What follows belongs to an exercise in optimizing a design on an open flow for small area, a short achievable clock period and few clock cycles per item; a production flow would make more cautious choices.
RTL that was checked went through simulation tests only; none was proved equivalent to the original.
Power figures rest on the tool's default switching activity, not on a simulated workload.

run A:
==> flow/design.v (excerpt) <==
module digitClassifier
(
    input  logic      clk,
    input  logic      rst,
    input  logic      start,
    input  logic      wrEn,
    input  cnnDataPkg::memAddr_t  wrAddr,
    input  cnnDataPkg::pixel_t    wrData,
    output logic      busy,
    output logic      done,
    output cnnDataPkg::classIdx_t classIdx,
    output cnnDataPkg::score_t    bestScore
);
    logic                 wv;        
    cnnDataPkg::memAddr_t wa;        
    cnnDataPkg::pixel_t   wd;        
    logic                 replay;    
    logic [5:0]           rcnt;      
    logic                 rv;        
    cnnDataPkg::pixel_t   rdData;    
    always_ff @(posedge clk) begin
        wv <= wrEn && !busy;
        if (replay) begin
            wa <= {1'b0, rcnt};
            wd <= rdData;
        end else begin
            wa <= wrAddr;
            wd <= wrData;
        end
    end
    cnnDataPkg::pixel_t pix [64];
    cnnDataPkg::pixel_t fc [36];
    logic [3:0] kOne [9];
    logic [3:0] kTwo [9];
    logic [3:0] kNeg [9];
    logic [3:0] wdOne;
    logic [3:0] wdTwo;
    logic [3:0] wdNeg;
    assign wdOne[0] = wd[0] ^ 1'b0;
    assign wdTwo[0] = (wd[1] & ~wd[0] & ~1'b0) | (~wd[1] & wd[0] & 1'b0);
    assign wdNeg[0] = wd[1];
  ...
Size: about 1,600 flip-flops, roughly 43 I/O pins, about 0.076 mm² of cells after synthesis.
Settings: LEC_CHECK=0, CAP_MARGIN=20, CORE_MARGIN=2, CORE_UTILIZATION=40, SETUP_SLACK_MARGIN=5, SLEW_MARGIN=20; clock period 10.0 ns.
run.sh (not shown) runs the stock make flow with config.mk's settings and CLKGATE_MAP_FILE= SYNTH_SCRIPT=/design/flow/synth_recipe.tcl, a recipe that flattens the netlist after the stock synthesis.
Run A: done, clean on timing, DRC and antenna
Changes in run B relative to run A:
Settings: removing SETUP_SLACK_MARGIN (formerly 5).
==> flow/flow/run.sh (new file) <==
#!/bin/bash
set -euo pipefail
bash standard.sh SETUP_SLACK_MARGIN=6 finish > standard_make.log 2>&1
==> flow/standard.sh (new file) <==
#!/bin/bash
# synth_recipe.tcl (not shown) runs the flow's synth.tcl, then flattens the netlist and writes it again
# the make line also repeats each setting of config.mk as NAME=value (left out here)
make -C /OpenROAD-flow-scripts/flow DESIGN_CONFIG=/design/flow/config.mk WORK_HOME=/design/flow/orfs CLKGATE_MAP_FILE= SYNTH_SCRIPT=/design/flow/synth_recipe.tcl "${@:-finish}"
removed: flow/run.sh
Findings:
Between run B and run A, the total wire length figures differ only marginally. Post-detailed-route wirelength per cell: lower on run B. Higher number of buffers outside the clock class in the layout goes to run B over run A. In the final reports, the cell area of run B is larger than that of run A. | share of cell area taken by flip-flops and latches | higher: run A |. In the reports for run B and run A, the larger data arrival time at the worst-slack endpoint belongs to run A. Compared with run A, run B shows a higher number of standard cells in the final layout excluding fillers. The global router's overall resource usage was comparable across run B and run A. Slack of the critical path came out higher on run B than on run A.
## Diff of input files: run C against run B
==> flow/run.sh (new file) <==
#!/bin/bash
# synth_recipe.tcl (not shown) runs the flow's synth.tcl, then flattens the netlist and writes it again
# the make line also repeats each setting of config.mk as NAME=value (left out here)
make -C /OpenROAD-flow-scripts/flow DESIGN_CONFIG=/design/flow/config.mk WORK_HOME=/design/flow/orfs CLKGATE_MAP_FILE= SYNTH_SCRIPT=/design/flow/synth_recipe.tcl finish
removed: flow/flow/run.sh
removed: flow/standard.sh
[summary]
- Of run B and run C, run C shows the lower count of inverters other than clock inverters in the layout, with run B above it.
- Share of cell area taken by multi-input logic gates is lower on run C
- Compared run B against run C; smallest hold slack within noise.
- Looking at length of routed wiring on met1 across run B and run C, the one that comes out higher is run B.
- | data required time of the worst path | run C vs run B | ≈ equal |
- Run B ended up with sky130_fd_sc_hd__o41a_1 as its master of the slowest instance on the critical path; run C ended up with sky130_fd_sc_hd__clkinv_1.
No run of this note included a check of the RTL's function; only the layout flow was run.

---

## job 101
digitClassifier, a different RTL version from the one above (not shown whole).
For scale: about 6100 cells after synthesis, roughly 43 I/O pins.
## digitClassifier
module digitClassifier
(
    input  logic      clk,
    input  logic      rst,
    input  logic      start,
    input  logic      wrEn,
    input  cnnDataPkg::memAddr_t  wrAddr,
    input  cnnDataPkg::pixel_t    wrData,
    output logic      busy,
    output logic      done,
    output cnnDataPkg::classIdx_t classIdx,
    output cnnDataPkg::score_t    bestScore
);
    logic                 wv;        
    cnnDataPkg::memAddr_t wa;        
    cnnDataPkg::pixel_t   wd;        
    cnnDataPkg::pixel_t   wdm;       
    logic                 replay;    
    logic [5:0]           rcnt;      
    logic                 rqv;       
    logic                 rv;        
    logic [5:0]           rqa;
    cnnDataPkg::pixel_t   rdq;
    cnnDataPkg::pixel_t   rdData;    
    always_ff @(posedge clk) begin
        wv  <= wrEn && !busy;
        rdq <= rdData;
        rqa <= rcnt;
        if (wrEn) begin
            wdm <= wrData;
        end
        if (rqv) begin
            wa <= {1'b0, rqa};
            wd <= rdq;
        end else begin
            wa <= wrAddr;
            wd <= wrData;
        end
    end
    cnnDataPkg::pixel_t pix [64];
    cnnDataPkg::pixel_t fc [36];
    logic [3:0] kOne [9];
    logic [3:0] kTwo [9];
    logic [3:0] kNeg [9];
    logic [3:0] wdOne;
    logic [3:0] wdTwo;
    logic [3:0] wdNeg;
    assign wdOne[0] = wdm[0] ^ 1'b0;
    assign wdTwo[0] = (wdm[1] & ~wdm[0] & ~1'b0) | (~wdm[1] & wdm[0] & 1'b0);
    assign wdNeg[0] = wdm[1];
  ...
clock: 10.0 ns
lec_check: 0
cap_margin: 20
core_margin: 2
core_utilization: 55
slew_margin: 20
standard.sh (not shown) runs the stock make flow with config.mk's settings and CLKGATE_MAP_FILE= SYNTH_SCRIPT=/design/flow/synth_recipe.tcl, a recipe that flattens the netlist after the stock synthesis.
==> flow/flow/run.sh <==
#!/bin/bash
set -euo pipefail
bash standard.sh SETUP_SLACK_MARGIN=6.3 finish > standard_make.log 2>&1
Testbench counts of job 101, summed over its fixed seeds: cycles 14,352, images 192.
> inputs changed (job 101 -> job 102)
Settings: CORE_UTILIZATION: 55 -> 40.
Notes after the runs:
Portion of the layout cell area used by clock cells of job 102 is on par with job 101.
Job 102: net switching fraction of the power is 0.39 points lower than what job 101 reported.
Job 102 ended up with cs1b[9] as its termination of the worst setup path; job 101 ended up with bestScore[19].
From job 101 to job 102 the numbers moved as follows: area used by multi-input combinational logic closely matched the old numbers, reported leakage power now sits at about the same level, first-iteration DRC count went down by 152.
Inputs modified between job 102 and job 103:
Settings: CORE_UTILIZATION now 65, was 40.
==> flow/flow/run.sh <==
#!/bin/bash
set -euo pipefail
bash standard.sh SETUP_SLACK_MARGIN=6.0 finish > standard_make.log 2>&1
==> run summary <==
Going from job 102 to job 103, peak supply drop moved up, sequential share of layout area rose 0.99 points, time the final worst path needs with I/O delays and setup higher, area added between synthesis and finish -2.3 points.
There was hardly any difference in final worst hold slack between job 102 and job 103.
Compared with job 102, job 103 supports a lower clock frequency.
Looking at combinational share of power across job 102 and job 103, the one that comes out higher is job 103.
Looking at worst endpoint data arrival time, job 103 sits above job 102.
Side by side, non-clock buffer count turned out lower in job 103 than in job 102.
[inputs] job 104 vs job 103
Settings: changing CORE_UTILIZATION from 65 to 55.
==> flow/flow/run.sh <==
#!/bin/bash
set -euo pipefail
bash standard.sh SETUP_SLACK_MARGIN=6.6 finish > standard_make.log 2>&1
--- outcome ---
- Across job 104 and job 103, none had a timing, DRC or antenna violation.
- Re combined global-route utilization of all metal layers: job 104 and job 103 aren't equal, and the lower value belongs to job 104.
- Higher die area among job 104 and job 103: job 104
- The final reports for job 104 and job 103 show routed wire length on met3 lower in the former.
- Compared with job 103, job 104 improves post-placement worst setup slack.
Here is what was changed in the inputs of job 105 compared with job 104.
Settings: swapping 55 for 65 in CORE_UTILIZATION.
==> flow/flow/run.sh <==
#!/bin/bash
set -euo pipefail
bash standard.sh SETUP_SLACK_MARGIN=6.3 finish > standard_make.log 2>&1
==> comparison <==
Job 105 vs. job 104: largest net degree at the start of global routing went up by 1. Looking only at layout overhead on the synthesized area, and setting everything else aside, the lower value of job 104 and job 105 goes to job 105. Lower global-route usage was reported by job 104, not job 105. Run comparison: job 105 critical path startpoint bestScore[15]; job 104 critical path startpoint kTwo[0][1]. Number of clock buffers in the layout in job 105 vs job 104: up 3. From job 104 to job 105 the numbers moved as follows: number of cells traversed by the worst register-to-register path went up by 2; sequential portion of the cell area went up by 1.1 points; wire length of the first global-routing pass went down by 10000 um; setup slack went down by 0.040 ns.

---

main:
digitClassifier, a different RTL version from the one above (not shown whole).
For scale: roughly 6000 cells after synthesis, roughly 1600 flip-flops, ~43 I/O pins.
==> flow/design.v (excerpt) <==
module digitClassifier
(
    input  logic      clk,
    input  logic      rst,
    input  logic      start,
    input  logic      wrEn,
    input  cnnDataPkg::memAddr_t  wrAddr,
    input  cnnDataPkg::pixel_t    wrData,
    output logic      busy,
    output logic      done,
    output cnnDataPkg::classIdx_t classIdx,
    output cnnDataPkg::score_t    bestScore
);
Settings: LEC_CHECK=0, CAP_MARGIN=20, CORE_MARGIN=2, CORE_UTILIZATION=40, SLEW_MARGIN=20; clock period 10.0 ns.
==> flow/flow/run.sh <==
#!/bin/bash
set -euo pipefail
bash standard.sh SETUP_SLACK_MARGIN=7.5 finish > standard_make.log 2>&1
Every stage of the flow completed for main, and the final layout passed the timing, design-rule and antenna checks.
## Diff of input files: the feature branch against main
==> flow/flow/run.sh <==
#!/bin/bash
set -euo pipefail
bash standard.sh SETUP_SLACK_MARGIN=6.5 finish > standard_make.log 2>&1
==> run summary <==
- The final layout from the feature branch, which completed every stage, passed the timing, design-rule and antenna checks at the end of the flow.
- Relative to main, clock skew has decreased by 0.018 ns in the feature branch.
- Sort the feature branch and main by utilization desc -> top: main
- STATUS final instance area: the feature branch wins against main
No run of this note included a check of the RTL's function; only the layout flow was run.

---

Setup of P:
digitClassifier, a different RTL version from the one above (not shown whole).
Size: about 6,300 cells after synthesis, about 1,700 flip-flops, about 43 I/O pins.
clock: 10.0 ns
lec_check: 0
cap_margin: 20
core_margin: 2
core_utilization: 40
slew_margin: 20
==> flow/flow/run.sh <==
#!/bin/bash
set -euo pipefail
bash standard.sh SETUP_SLACK_MARGIN=6.3 finish > standard_make.log 2>&1
Both conditions hold for P: the flow ran to the end and the final layout passed the timing, design-rule and antenna checks.
Testbench counts of P, summed over its fixed seeds: cycles 14,352, images 192.
### P -> Q
Settings: CORE_UTILIZATION now 60, was 40; CTS_BUF_LIST now sky130_fd_sc_hd__clkbuf_4 sky130_fd_sc_hd__clkbuf_8, previously not set.
Notes after the runs:
- No stage failed in Q, and the final checks on the layout all came back clean.
- Run comparison: Q startpoint of the worst setup timing path kOne[0][2]; P startpoint of the worst setup timing path lb[12][0]
- P -> Q: total CTS buffers increased by more than half
- When the final numbers for P and Q were put side by side, the count of clock-buffer cells in the layout turned out to be greater in Q.
- Re fraction of area in registers: Q is 0.51 points up on P.

[what the ideal ports hide]
How much do the figures lean on ideal ports? The routed layouts below were timed once more, with nothing changed but the port constraints.
Step 1, drivers: a clkbuf_16 drives clk and a buf_2 each remaining input, both assumed.
Step 2 adds t to the input delays and takes it off the output delays; t is the mean of the earliest and latest rising clock arrival at the registers after step 1. Input paths then give back, and output paths get back, about the clock's delay inside the block.
Three values: ideal ports, drivers, drivers and shift; two values: the first two.
run | t, ns | setup slack, ns | worst slew at a driven data input, ns
run A | 0.887 | 5.219 / 5.219 / 5.219 | 0.14
run B | 0.882 | 5.463 / 5.463 / 5.463 | 0.13
run C | 0.889 | 4.358 / 4.358 / 4.358 | 0.16
job 101 | 0.894 | 6.362 / 6.278 / 6.429 | 0.04
job 102 | 0.877 | 6.369 / 6.294 / 6.369 | 0.05
job 103 | 0.867 | 6.200 / 6.200 / 6.200 | 0.03
job 104 | 0.881 | 6.410 / 6.410 / 6.410 | 0.04
job 105 | 0.871 | 6.369 / 6.296 / 6.388 | 0.03
main | 0.889 | 5.793 / 5.793 / 5.793 | 0.05
the feature branch | 0.920 | 5.755 / 5.755 / 5.755 | 0.16
P | 0.889 | 6.430 / 6.377 / 6.430 | 0.07
Q | 1.042 | 6.308 / 6.308 / 6.308 | 0.21
After both steps every run listed still meets setup and hold.
